Background: an optimization exercise with open tools, aiming at small area, a short achievable clock period and few clock cycles per item. Do not read the settings as production practice.
The RTL was checked by simulation tests, not by an equivalence proof against the original design.
Power is estimated from default activity; no workload was simulated.

== maple ==
## max_pool_stream
module max_pool_stream (
  input  wire logic                           clk,
  input  wire logic                           rst_n,
  input  wire logic                           in_tvalid,
  output logic                                in_tready,
  input  wire logic [mps_pkg::IN_DATA_W-1:0]  in_tdata,
  output logic                                out_tvalid,
  input  wire logic                           out_tready,
  output logic [mps_pkg::OUT_DATA_W-1:0]      out_tdata,
  output logic                                out_tlast,
  input  wire logic                           cfg_wr_en,
  input  wire logic [mps_pkg::CFG_IDX_W-1:0]  cfg_index,
  input  wire logic [mps_pkg::CFG_DATA_W-1:0] cfg_wr_data
);
Settings: LEC_CHECK=0, CAP_MARGIN=20, CORE_ASPECT_RATIO=0.65, CORE_MARGIN=2, CORE_UTILIZATION=65, CTS_CLUSTER_DIAMETER=100, CTS_CLUSTER_SIZE=24, PLACE_DENSITY=0.75, SETUP_SLACK_MARGIN=3.2, SLEW_MARGIN=20; clock period 5.5 ns.
run.sh (not shown) runs the stock make flow with config.mk's settings and CLKGATE_MAP_FILE= SYNTH_SCRIPT=/design/flow/synth_recipe.tcl, a recipe that flattens the netlist after the stock synthesis.
Testbench counts of maple, summed over its fixed seeds: cycles 177,457, samples 176,956.
Here is what was changed in the inputs of juniper compared with maple.
Settings: CORE_ASPECT_RATIO changed from 0.65 to 0.5; CORE_UTILIZATION changed from 65 to 68; PLACE_DENSITY changed from 0.75 to 0.77.
==> comparison <==
Every run in the comparison, maple and juniper, completed the flow with a clean layout. NOTE number of filler instances in the final layout maple->juniper decreased by more than 10%. The top layer used by detailed routing comes out met5 in one run and met4 in the other, namely in juniper and maple respectively. The die used by juniper is smaller than the one used by maple. Final cell utilization of the core in juniper is 3.2 points higher than in maple. Lower number of buffers and inverters on the critical path goes to juniper over maple. Of maple and juniper, the higher share of the cycle needed by the critical path after routing belongs to juniper. The start point of the critical path comes out skid_s[9] in one run and out_tready in the other, namely in juniper and maple respectively. The via count in juniper sits 1,112 above the value recorded for maple. Comparing maple and juniper, the lower sequential share of layout area is on maple. Final estimated routing congestion in global placement: juniper vs maple down 6.5%. From maple to juniper the numbers moved as follows: sum of routed wire length over all layers rose by 14,000 µm; clock distribution area overhead in the final layout ~0 delta. Between maple and juniper, multi-input combinational gate total decreased.
The inputs of willow differ from those of juniper as listed below.
Settings: swapping 3.2 for 3.0 in SETUP_SLACK_MARGIN; swapping 68 for 65 in CORE_UTILIZATION; swapping 0.77 for 0.75 in PLACE_DENSITY.
## What came out
juniper finished end to end and its layout was clean on timing, DRC and antenna. willow has completed all stages; timing, DRC and antenna checks passed. Of willow and juniper, the lower chip width belongs to juniper. The run showing the smaller final instance area is willow. For non-clock buffer count, dividing the value from willow by the value from juniper gives 0.80. Taking juniper as the reference, in willow first-pass iteration count of the detailed router saw a decrease; setup slack after placement saw an increase. Between juniper and willow, routing usage on met1 decreased. input port to flop as the class of the most critical setup path was reported by willow, and flop to flop by juniper.
Edits applied to the flow inputs when going from willow to tundra:
Settings: swapping 3.0 for 3.35 in SETUP_SLACK_MARGIN.
Notes after the runs:
Taking willow as the reference, in tundra proportion of power drawn by combinational gates +0.8 points, worst hold-check slack rose 0.0051 ns, design area grew by about 1.5%, number of buffers added to fix hold violations after cts has remained practically unchanged, proportion of cell area occupied by registers saw a decrease. Compared to willow, the routing of tundra uses more wire.
Edits applied to the flow inputs when going from tundra to onyx:
Settings: changing SETUP_SLACK_MARGIN from 3.35 to 3.2; setting TNS_END_PERCENT to 10 for the first time.
[summary]
- [compare] base=tundra new=onyx: global-route usage decreased 0.27 points; peak supply drop held steady; setup skew after layout went down 0.0065 ns.
The following lists how pepper was set up differently from onyx:
Settings: clearing TNS_END_PERCENT, which used to be 10.
==> comparison <==
The area growth from synthesis to final layout number comes out higher for pepper vs onyx.
In terms of final design instance area without fill, pepper and onyx differ only marginally.
The clock group share of total power on pepper is in line with that on onyx.
The higher total iterations of the first detailed-routing run of onyx and pepper is in pepper.
The setup slack of pepper is higher than that of onyx.
On async set-reset flop share out of synthesis, onyx and pepper are neck and neck.
pepper ends up with higher net switching power figure than onyx does.
Global routing usage on met2 came out higher on pepper than on onyx.
pepper vs. onyx: fmax moved up, total power consumption of the routed design level.

---

Another version of the RTL of max_pool_stream (not shown whole).
Size in the first run: about 3400 cells after synthesis, roughly 85 I/O pins, ~0.072 mm^2 of cells after synthesis.
==> flow/design.v (excerpt) <==
module max_pool_stream (
  input  wire logic                           clk,
  input  wire logic                           rst_n,
  input  wire logic                           in_tvalid,
  output logic                                in_tready,
  input  wire logic [mps_pkg::IN_DATA_W-1:0]  in_tdata,
  output logic                                out_tvalid,
  input  wire logic                           out_tready,
  output logic [mps_pkg::OUT_DATA_W-1:0]      out_tdata,
  output logic                                out_tlast,
  input  wire logic                           cfg_wr_en,
  input  wire logic [mps_pkg::CFG_IDX_W-1:0]  cfg_index,
  input  wire logic [mps_pkg::CFG_DATA_W-1:0] cfg_wr_data
);
Settings: LEC_CHECK=0, CAP_MARGIN=20, CORE_ASPECT_RATIO=0.5, CORE_MARGIN=2, CORE_UTILIZATION=65, CTS_CLUSTER_DIAMETER=100, CTS_CLUSTER_SIZE=24, PLACE_DENSITY=0.75, SETUP_SLACK_MARGIN=3.1, SLEW_MARGIN=20; clock period 5.5 ns.
Testbench counts at the start, summed over its fixed seeds: cycles 177,616, samples 176,956.
Edit:
SETUP_SLACK_MARGIN = 2.9   (was 3.1)
Result: Utilization shrinks by 0.27 points. Wire length shrinks by 1.7%. Maximum frequency shrinks by 1.8%. Worst setup slack degrades by 0.047 ns. Die area is unchanged. Total power shrinks by 0.53%. Critical path depth stays the same. Sequential power is about the same. First-iteration DRC count is about the same. Synthesized area stays the same. Hold slack hardly moves.

## afterwards: timing with drivers on the ports
No port has a modelled driver above. Below, the same layouts with a new extraction and two added sets of constraints. Step 1 assumes that a clkbuf_16 drives the clock port and a buf_2 every other input. Step 2, shift: input delay + t, output delay - t, t = (earliest + latest rising clock arrival at the registers) / 2. This alone moves slack from input paths to output paths. Three values: ideal, step 1, step 2; two values: the first two.
| run | t (ns) | setup slack, ns | cell pins on the clock port's net |
|---|---|---|---|
| maple | 0.814 | 3.186 / 3.116 / 2.346 | 1 |
| juniper | 0.805 | 3.151 / 3.080 / 2.370 | 1 |
| willow | 0.811 | 3.040 / 2.973 / 2.223 | 1 |
| tundra | 0.813 | 3.154 / 3.073 / 2.509 | 1 |
| onyx | 0.810 | 3.077 / 2.996 / 2.369 | 1 |
| pepper | 0.816 | 3.157 / 3.074 / 2.439 | 1 |
| the first run of note 2 | 0.808 | 2.939 / 2.939 / 2.324 | 1 |
| the second run of note 2 | 0.805 | 2.892 / 2.892 / 2.194 | 1 |
After both steps setup and hold are still met in every run listed. The setup slack of maple, which loses most, moves by -0.070 ns with the drivers and by -0.840 ns with both steps.
